From an optimization exercise on the open Yosys and OpenROAD flow, aimed at small area, a short achievable clock period and few clock cycles; shortcuts taken in it are not production practice.
Function was not checked in any run shown here: the RTL went through the layout flow alone.
Power is estimated from default activity; no workload was simulated.

==> design.v <==
module agu_tile_stream #(
  parameter int                    ADDR_WIDTH = 32,
  parameter int                    IDX_WIDTH  = 16,
  parameter int                    LANES      = 4,
  parameter int                    FIFO_DEPTH = 4,
  parameter logic [ADDR_WIDTH-1:0] NULL_ADDR  = '1
) (
  input  logic                  clk,
  input  logic                  rst,
  input  logic                  cfg_valid_i,
  output logic                  cfg_ready_o,
  input  logic [IDX_WIDTH-1:0]  mat_m_i, mat_k_i, mat_n_i,
  input  logic [IDX_WIDTH-1:0]  tm_i, tn_i, tk_i,
  input  logic [ADDR_WIDTH-1:0] base_a_i, base_b_i, base_c_i,
  input  logic [1:0]            elem_shift_i,
  input  logic                  tile_req_i,
  output logic                  tile_done_o,
  output logic                  all_tiles_done_o,
  output logic                  busy_o,
  output logic                  out_valid,
  input  logic                  out_ready,
  output logic [LANES*ADDR_WIDTH-1:0] out_addr,
  output logic [LANES-1:0]      out_null,
  output logic [1:0]            out_id,
  output logic                  out_last
);
  localparam int AW = ADDR_WIDTH;
  localparam int IW = IDX_WIDTH;
  localparam int SW = IW + 3;               
  localparam int LB = $clog2(LANES) + 3;    
  localparam logic [1:0] SEG_A = 2'd0, SEG_B = 2'd1, SEG_C = 2'd2;
  logic busy_q, init_q, run_q, done_q;
  logic [1:0]    seg_q, sh_q;
  logic          lk_q, lm_q;                
  logic [IW-1:0] k_q, n_q, tm_q, tn_q, tk_q;
  logic [IW-1:0] rm_q, rn_q, rk_q;
  logic [IW-1:0] rr_q, rc_q;                
  logic [AW-1:0] p_q, r_q, am_q, bk_q, bb_q, cm_q;
  logic cfg_acc, zero_cfg, valid, pop;
  logic last_m, last_n, last_k, col_end, row_end, seg_end, beat_last, walk_end;
  logic [IW-1:0] em, en, ek;
  logic [IW:0]   dm, dn, dk;
  assign cfg_acc  = cfg_valid_i & ~busy_q;
  assign zero_cfg = (mat_m_i == '0) | (mat_k_i == '0) | (mat_n_i == '0) |
                    (tm_i == '0) | (tn_i == '0) | (tk_i == '0);
  assign dm     = {1'b0, rm_q} - {1'b0, tm_q};
  assign dn     = {1'b0, rn_q} - {1'b0, tn_q};
  assign dk     = {1'b0, rk_q} - {1'b0, tk_q};
  assign last_m = dm[IW] | (dm[IW-1:0] == '0);
  assign last_n = dn[IW] | (dn[IW-1:0] == '0);
  assign last_k = dk[IW] | (dk[IW-1:0] == '0);
  assign em     = last_m ? rm_q : tm_q;
  assign en     = last_n ? rn_q : tn_q;
  assign ek     = last_k ? rk_q : tk_q;
  assign col_end   = (rc_q[IW-1:2] == '0) | (rc_q == IW'(LANES));
  assign row_end   = rr_q == IW'(1);
  assign seg_end   = col_end & row_end;
  assign beat_last = seg_end & (((seg_q == SEG_B) & ~lk_q) | (seg_q == SEG_C));
  assign walk_end  = (seg_q == SEG_C) & lm_q & last_n;
  assign valid       = busy_q & ~init_q & (run_q | tile_req_i);
  assign pop         = valid & out_ready;
  assign out_valid        = valid;
  assign tile_done_o      = out_ready & run_q & beat_last;
  assign cfg_ready_o      = ~busy_q;
  assign busy_o           = busy_q;
  assign all_tiles_done_o = done_q;
  assign out_id           = seg_q;
  assign out_last         = beat_last;
  logic [AW-LB-1:0] hi, hi1;
  logic [LANES:0][AW-1:0] lane;             
  assign hi  = p_q[AW-1:LB];
  assign hi1 = hi + 1'b1;
  for (genvar l = 1; l <= LANES; l++) begin : g_lane
    logic [LB:0] lo;
    assign lo      = {1'b0, p_q[LB-1:0]} + ((LB+1)'(l) << sh_q);
    assign lane[l] = {lo[LB] ? hi1 : hi, lo[LB-1:0]};
  end
  assign lane[0] = p_q;
  assign out_null[0]  = 1'b0;
  assign out_addr[AW-1:0] = lane[0];
  for (genvar l = 1; l < LANES; l++) begin : g_out
    assign out_null[l]          = (rc_q[IW-1:2] == '0) & (rc_q[1:0] <= 2'(l));
    assign out_addr[l*AW +: AW] = out_null[l] ? NULL_ADDR : lane[l];
  end
  logic          start, rowadv, to_b, to_c;
  logic [IW-1:0] ytop, ysub;
  logic [SW-1:0] y_s, z_s;
  logic [AW-1:0] x, madd, uadd;
  assign start  = init_q | (pop & beat_last);
  assign rowadv = col_end & ~row_end;
  assign to_b   = seg_end & (seg_q == SEG_A);
  assign to_c   = seg_end & (seg_q == SEG_B) & lk_q;
  always_comb begin
    x = r_q; ytop = n_q; ysub = rn_q;
    if (start)       begin x = am_q; ytop = k_q; ysub = rk_q; end
    else if (rowadv) begin ysub = '0; if (seg_q == SEG_A) ytop = k_q; end
    else if (to_b)   x = bk_q;
    else             x = cm_q;
  end
  assign y_s  = SW'(ytop - ysub) << sh_q;
  assign madd = x + AW'(y_s);
  assign z_s  = SW'((seg_q == SEG_A) ? rk_q : rn_q) << sh_q;
  assign uadd = r_q + AW'(z_s);
  always_ff @(posedge clk or posedge rst) begin
    if (rst) begin
      busy_q <= 1'b0; init_q <= 1'b0; run_q <= 1'b0; done_q <= 1'b0;
    end else if (cfg_acc) begin
      busy_q <= ~zero_cfg; init_q <= ~zero_cfg; run_q <= 1'b0; done_q <= zero_cfg;
    end else if (busy_q) begin
      init_q <= 1'b0;
      if (tile_req_i) run_q <= 1'b1;
      if (pop & beat_last) begin
        run_q <= 1'b0;
        if (walk_end) begin busy_q <= 1'b0; done_q <= 1'b1; end
      end
    end
  end
  always_ff @(posedge clk) begin
    if (cfg_acc) begin
      k_q <= mat_k_i; n_q <= mat_n_i; tm_q <= tm_i; tn_q <= tn_i; tk_q <= tk_i;
      sh_q <= elem_shift_i;
      rm_q <= mat_m_i; rn_q <= mat_n_i; rk_q <= mat_k_i;
      am_q <= base_a_i; bk_q <= base_b_i; bb_q <= base_b_i; cm_q <= base_c_i;
    end else if (start) begin
      seg_q <= SEG_A;
      p_q <= madd; r_q <= madd;
      rr_q <= em; rc_q <= ek;
      if (~init_q & lk_q) rn_q <= last_n ? n_q : dn[IW-1:0];
      if (~init_q & lk_q & last_n) cm_q <= uadd;
      if (~init_q & ~lk_q) bk_q <= uadd;
    end else if (pop) begin
      if (!col_end) begin
        p_q  <= lane[LANES];
        rc_q <= rc_q - IW'(LANES);
      end else begin
        p_q  <= madd; r_q <= madd;
        rc_q <= ((seg_q == SEG_A) & ~to_b) ? ek : en;
        if (rowadv) rr_q <= rr_q - IW'(1);
        if (to_b) begin
          seg_q <= SEG_B; rr_q <= ek;
          lk_q  <= last_k;
          rk_q  <= last_k ? k_q : dk[IW-1:0];
          if (last_n & last_k) am_q <= uadd;
        end
        if (to_c) begin
          seg_q <= SEG_C; rr_q <= em;
          lm_q  <= last_m;
          bk_q  <= bb_q;
          if (last_n) rm_q <= dm[IW-1:0];
        end
      end
    end
  end
endmodule
==> run.sh <==
#!/bin/bash
# synth_recipe.tcl (not shown) runs the flow's synth.tcl, then flattens the netlist and writes it again
# the make line also repeats each setting of config.mk as NAME=value (left out here)
make -C /OpenROAD-flow-scripts/flow DESIGN_CONFIG=/design/flow/config.mk WORK_HOME=/design/flow/orfs CLKGATE_MAP_FILE= SYNTH_SCRIPT=/design/flow/synth_recipe.tcl finish
==> config.mk <==
export PLATFORM = sky130hd
export DESIGN_NAME = agu_tile_stream
export DESIGN_NICKNAME = agu_tile_stream
export VERILOG_FILES = /design/flow/design.v
export SDC_FILE = /design/flow/constraint.sdc
export NUM_CORES = 4
export LEC_CHECK = 0
export CAP_MARGIN = 20
export CORE_MARGIN = 2
export CORE_UTILIZATION = 40
export PLACE_DENSITY = 0.6
export SETUP_SLACK_MARGIN = 5
export SLEW_MARGIN = 20
==> constraint.sdc <==
create_clock -name core_clock -period 13.5 [get_ports {clk}]
set_input_delay 2.7000 -clock core_clock [delete_from_list [all_inputs] [get_ports {clk}]]
set_output_delay 2.7000 -clock core_clock [all_outputs]
set_load 0.01 [all_outputs]
==> results of run 1 <==
routing by layer:
layer | vias up | wire length, um | global-route usage
li1 | 10900 | - | -
met1 | 11300 | 43000 | 0.386
met2 | 883 | 42400 | 0.439
met3 | 116 | 7390 | 0.0509
met4 | 6 | 2690 | 0.0787
met5 | - | 38 | 0
worst reg2reg max path, delay by kind of cell, from the launching register on:
family          cells  cell delay, ns
mux                 3            0.57
flops               1            0.43
xor+xnor            2            0.34
compound gates     11            2.26
simple gates        9            2.69
fa+ha+maj           2            0.73
buf+inv             2            0.63
repair_timing:
action,4_1_cts,5_1_grt
setup buffers,23,7
cloned,3,0
setup endpoints to repair,35,25
gates resized for setup,20,18
pin swaps,22,23
path summary, 6_finish.rpt:
| path | to | from | depth (start not counted) | slack [ns] |
|---|---|---|---|---|
| max in group asynchronous | run_q | rst | 2 | 11.04 |
| setup reg to reg | p_q[31] | rr_q[3] | 29 | 5.59 |
| min in group asynchronous | init_q | rst | 2 | 2.31 |
| hold reg to reg | bk_q[5] | bb_q[5] | 2 | 0.55 |
| setup / recovery | p_q[31] | out_ready | 29 | 5.23 |
| hold / removal | bk_q[5] | bb_q[5] | 2 | 0.55 |
kinds of logic (layout without fill, tap and decap cells):
| family | count (synthesis) | count (layout) |
|---|---|---|
| buffers and inverters | 269 | 595 |
| and+or+nand+nor | 1022 | 1022 |
| xor gates and xnor gates | 166 | 166 |
| AOI/OAI and AO/OA | 726 | 728 |
| muxes | 134 | 134 |
| adders and majority gates | 134 | 134 |
| DFF | 362 | 362 |
| other | 1 | 3 |
cell type report:
class,count,area share
Multi-Input combinational cell,2185,0.446
Sequential cell,362,0.338
Timing Repair Buffer,396,0.121
Clock buffer,55,0.0369
Tap cell,855,0.0334
Inverter,120,0.0143
Clock inverter,24,0.0105
Antenna cell,2,0.000156
flip-flops by register name, summed over array words and instances, names as in the netlist, 32 cells and up:
name and count:
bb_q 32, bk_q 32, cm_q 32, am_q 32
r_q 32, p_q 32
cell usage after synthesis, types with 17 or more instances:
cell type / number
and3_1: 51
inv_1: 118
a21oi_1: 154
mux2_2: 17
nand3_1: 103
o21a_1: 43
o21ai_0: 235
clkbuf_1: 112
nor4_1: 31
nand2_1: 415
nor2b_1: 34
nor3_1: 39
xnor2_1: 87
xor2_1: 79
edfxtp_1: 358
ha_1: 124
a31oi_1: 26
nand2b_1: 21
buf_1: 23
o21bai_1: 18
nor2_1: 178
and2_1: 17
mux2i_1: 117
a21o_1: 63
o221ai_1: 18
a211oi_1: 24
nand4_1: 21
or3_1: 61
power by group through the flow:
stage / Sequential, W / Clock [W] / Combinational (W)
3_5_place_dp: 0.00142 / 0 / 0.000913
2_1_floorplan: 0.00139 / 0 / 0.000564
4_1_cts: 0.00139 / 0.00128 / 0.000941
5_1_grt: 0.00140 / 0.00131 / 0.00105
6_report: 0.00140 / 0.00125 / 0.000966
3_3_place_gp: 0.00142 / 0 / 0.000900
metrics by stage:
step	setup WS, ns	hold slack, ns	instance area (sq um)	power (W)
detailed placement	3.45	0.536	30100	0.00233
global placement	3.59	0.530	30100	0.00232
finish	5.23	0.550	32100	0.00362
global route	4.93	0.571	32100	0.00376
floorplan	5.01	0.497	26000	0.00195
CTS	5.07	0.555	31900	0.00361
==> flow_summary.yaml, run 1 <==
pwr:
  ir_drop_mv: 0.0917
  pwr-share-clk: 0.347
  powerDensity_mw_per_mm2: 113
  sw_frac_of_total: 0.304
  switchingPower_w: 0.00110
  p_int_w: 0.00252
  share_seq_of_total_power: 0.386
  pwr-share-comb: 0.267
  p_leak_nw: 12.5
setup_path:
  worstSetupStartpointType: "input pin"
  required_ns: 13.83
  critPathTopFamily: "compound AO/OA/AOI/OAI gates"
  cp_slowest_stage_delay_ns: 0.42
  crit_buf_inv: 5
  crit_path_max_fanout: 10
  cp.arrival_ns: 8.60
  slowest_stage: "a2111o_1"
  end_kind: "flip-flop"
  crit_type: "in2reg"
clocking:
  cts_buffer_depth: 3
  cts_hold_buf: 0
  clk_latency_ns: 0.58
  clk_pin_slew_ns: 0.06
  numCtsBuffers: 43
  clock-sinks: 362
  cts_tree: "done"
  htreeDepth: 2
  root_buffer: "clkbuf_16"
final_layout:
  post-route-util: 0.499
  instances_no_fill: 3999
  nFillCells: 5998
  syn_to_final_growth_pct: 23.8
  final_cell_mix: "nand2_1, edfxtp_1, clkdlybuf4s50_1"
  multi_input_area_sq_mm: 0.0143
  nets: 3441
  seq_area_sq_mm: 0.0109
  drive_gt1_frac: 0.0716
  layout_commonest_cell: "nand2_1"
route:
  vias: 23200
  routedWlPerCell_um: 23.9
  ant_nets: 0
  vias_per_cell: 5.80
  wl_mm: 95.5
  dr.pass1.iters: 6
  drc: 0
  drtIter0Drc: 2073
global_route:
  grt_pass1_vias: 22200
  overflow: 0
  grt_usage: 0.277
  grt_pass1_wl_mm: 140
  grt_max_degree: 197
  antenna_found_initial: 4
synthesis:
  synth_top_family_by_area: "simple AND/OR/NAND/NOR gates"
  synth-main-ff-cell: "edfxtp_1"
  netlist.top_cell.by_area: "edfxtp_1"
  synth-xor-area-share: 0.0561
  async_reset_ff_frac: 0.0110
  synth_adder_area_share: 0.0676
  yosys_warnings: 1
  synth_compound_area_frac: 0.179
  syn_area_sq_mm: 0.0259
  synth_nets: 3147
  synthTopCellsByArea: "edfxtp_1, nand2_1, ha_1"
  ys_types: 92
  ys_seq_elements: 362
  seq_area_frac_synth: 0.419
  synth_cells: 2814
  synth_top_area_share: 0.415
  synthSimpleGateAreaFrac: 0.186
  synth_edf_count: 358
  synth_mux_area_frac: 0.0526
  syn_avg_cell_area_sq_um: 9.21
timing:
  maxSlewHeadroom: 0.255
  finalMaxSlewViolations: 0
  timing.final.crit_period_ns: 8.27
  rsz0062_at_grt: "false"
  setup_violations: 0
  min_period_over_period: 0.613
  fmax_ghz: 0.121
  hold_viol: 0
  finalClockSkew_ns: 0.0257
  setup_tns_ns: 0
  worst_pin_slew_ns: 1.11
floorplan:
  die_h_um: 258
  io_pins: 339
  die_w_um: 258
  rows: 93
  die-area_sq_mm: 0.0668
  coreArea_sq_mm: 0.0642
  start_util: 0.403
place:
  gp_congestion: 0.977
  dp.cells: 3884
  portBuffers: 337
  hpwlAfterDp_mm: 73.6
status:
  outcome: "no timing/DRC/antenna violations"
hold_path:
  hp-class: "reg2reg"
flow_run:
  cap_violations: 0
==> run 2: changes to the inputs <==
--- a/config.mk
+++ b/config.mk
@@ -11,3 +11,2 @@
 export PLACE_DENSITY = 0.6
-export SETUP_SLACK_MARGIN = 5
 export SLEW_MARGIN = 20
==> flow_summary.yaml, run 2 <==
setup_path:
  cp_slowest_stage_delay_ns: 0.63
  critPathCapture: "p_q[24]"
  slowest_stage: "a31oi_4"
  end_kind: "flip-flop"
  reg2reg_slack_ns: 4.92
  cp.arrival_ns: 10.23
  reg2reg_from: "rr_q[2]"
  crit_path_max_fanout: 25
  rr_worst_depth: 31
  required_ns: 13.83
  crit_type: "in2reg"
  reg2reg_to: "p_q[24]"
  crit_top_cell: "a21oi_1"
  crit_path_start: "tile_req_i"
  worstSetupStartpointType: "input pin"
floorplan:
  die-area_sq_mm: 0.0668
  coreArea_sq_mm: 0.0642
  die_h_um: 258
  rows: 93
  io_pins: 339
  start_util: 0.403
  die_w_um: 258
route:
  drtIter0Drc: 2132
  dr.pass1.iters: 6
  wl_mm: 92.1
  drc: 0
  routedWlPerCell_um: 23.3
  vias: 22900
  vias_per_cell: 5.79
  ant_nets: 0
clocking:
  clk_latency_ns: 0.58
  cts_hold_buf: 0
  root_buffer: "clkbuf_16"
  clock-sinks: 362
  cts_setup_buffers: 0
  cts-resized-gates: 0
  htreeDepth: 2
  cts_buffer_depth: 3
  clk_pin_slew_ns: 0.06
  cts_tree: "done"
  numCtsBuffers: 40
final_layout:
  layout_commonest_cell: "nand2_1"
  seq_area_sq_mm: 0.0109
  nFillCells: 6019
  syn_to_final_growth_pct: 21.0
  drive_gt1_frac: 0.0480
  multi_input_area_sq_mm: 0.0141
  nets: 3411
  final_cell_mix: "nand2_1, edfxtp_1, clkdlybuf4s50_1"
synthesis:
  synth_edf_count: 358
  synth-main-ff-cell: "edfxtp_1"
  yosysMostFrequentCell: "nand2_1"
  yosys_warnings: 1
  syn_avg_cell_area_sq_um: 9.21
  syn_area_sq_mm: 0.0259
  synth_cells: 2814
  ys_types: 92
  synth_top_area_share: 0.415
  ys_seq_elements: 362
  synthTopCellsByArea: "edfxtp_1, nand2_1, ha_1"
  netlist.top_cell.by_area: "edfxtp_1"
  async_reset_ff_frac: 0.0110
  ys_top_cells_by_count: "nand2_1, edfxtp_1, o21ai_0"
  synth_nets: 3147
  seq_area_frac_synth: 0.419
timing:
  finalMaxSlewViolations: 0
  timing.final.crit_period_ns: 9.90
  maxSlewHeadroom: 0.181
  setup_violations: 0
  setup_tns_ns: 0
  worst_pin_slew_ns: 1.19
  finalClockSkew_ns: 0.0277
  fmax_ghz: 0.101
  rsz0062_at_grt: "false"
  hold_viol: 0
  min_period_over_period: 0.733
pwr:
  pwr-share-comb: 0.273
  sw_frac_of_total: 0.312
  ir_drop_mv: 0.0731
  pwr-share-clk: 0.317
  powerDensity_mw_per_mm2: 109
  finalPower_w: 0.00340
  switchingPower_w: 0.00106
  p_int_w: 0.00234
  share_seq_of_total_power: 0.409
  p_leak_nw: 12.2
global_route:
  antenna_found_initial: 6
  overflow: 0
  grt_pass1_vias: 21600
  grt_pass1_wl_mm: 136
  grt_max_degree: 101
  grt_usage: 0.268
flow_run:
  cap_violations: 0
place:
  portBuffers: 337
  hpwlAfterDp_mm: 71.4
  gp_congestion: 0.971
status:
  outcome: "no timing/DRC/antenna violations"
hold_path:
  hp-class: "reg2reg"
[run 2: stage by stage]
stage	hold WS, ns	utilization	setup WS, ns	instances	cell area, sq um
after floorplan	0.497	-	4.36	2814	25900
after global placement	0.535	0.468	2.90	3890	30100
after detailed placement	0.539	0.468	2.78	3890	30100
after CTS	0.552	0.488	3.39	3957	31300
after global routing	0.576	0.488	3.14	3958	31300
final	0.551	0.488	3.60	3960	31300
[run 2: layout make-up]
class                   count  area share
diodes                      2    0.000160
clock buffers              55      0.0354
clock inverters            12     0.00399
inverters                 120      0.0146
multi-input cells        2183       0.450
flip-flops and latches    362       0.346
well taps                 855      0.0341
repair buffers            371       0.116
[run 2: how the worst min path moves through the flow]
stage | from | endpoint | slack [ns] | cells past startpoint
after floorplan | run_q | run_q | 0.50 | 2
after global placement | run_q | run_q | 0.54 | 2
after detailed placement | bb_q[5] | bk_q[5] | 0.54 | 2
after CTS | bb_q[5] | bk_q[5] | 0.55 | 2
after global routing | bb_q[30] | bk_q[30] | 0.58 | 2
final | bb_q[5] | bk_q[5] | 0.55 | 2
[run 2: critical path: cells and delay by family]
family / cells / cell delay [ns]
adder cells (fa/ha/maj): 3 / 0.97
AND/OR/NAND/NOR: 5 / 1.32
buffers and inverters: 4 / 0.79
AO/OA/AOI/OAI: 14 / 3.41
multiplexers: 3 / 0.77
XOR/XNOR: 2 / 0.27
[run 2: cells by family (layout without fill, tap and decap cells)]
family / after synthesis / in the layout / share of synthesized area
flip-flops: 362 / 362 / 0.419
buffers and inverters: 269 / 558 / 0.0399
AND/OR/NAND/NOR: 1022 / 1022 / 0.186
adder cells (fa/ha/maj): 134 / 134 / 0.0676
multiplexers: 134 / 134 / 0.0526
other: 1 / 3 / 0.000145
XOR/XNOR: 166 / 166 / 0.0561
AO/OA/AOI/OAI: 726 / 726 / 0.179
[run 2: power groups by stage]
| stage | sequential, W | combinational, W | clock, W |
|---|---|---|---|
| finish | 0.00139 | 0.000930 | 0.00108 |
| global placement | 0.00141 | 0.000904 | 0 |
| floorplan | 0.00139 | 0.000559 | 0 |
| detailed placement | 0.00141 | 0.000917 | 0 |
| global route | 0.00140 | 0.00101 | 0.00113 |
| CTS | 0.00139 | 0.000922 | 0.00109 |
[run 2: metal layers]
metal  global-route usage  vias up  part of all wire
met5                    0        -           0.00050
met4               0.0784        8             0.028
met3               0.0544      130             0.082
met2                0.412      940              0.44
met1                0.382    11000              0.45
li1                     -    10900                 -

==> separate check: timing with driven ports <==
The results above use ideal ports. As a check the final layouts listed here were re-extracted and re-timed, cells and wires unchanged. Step 1, drivers: a clkbuf_16 drives clk and a buf_2 each remaining input, both assumed. Step 2 adds t to the input delays and takes it off the output delays; t is the mean of the earliest and latest rising clock arrival at the registers after step 1. Input paths then give back, and output paths get back, about the clock's delay inside the block. Slacks: ideal / step 1 / step 2; pairs: ideal / step 1.
run	shift t [ns]	setup slack, ns	worst hold slack (ns)	worst data-port slew with drivers (ns)
run 1	0.632	5.226 / 5.262 / 4.630	0.550 / 0.550 / 0.550	0.10
run 2	0.631	3.600 / 3.639 / 3.008	0.551 / 0.551 / 0.551	0.09
After both steps every run listed still meets setup and hold. The setup slack of run 1, which loses most, moves by +0.036 ns with the drivers and by -0.596 ns with both steps.
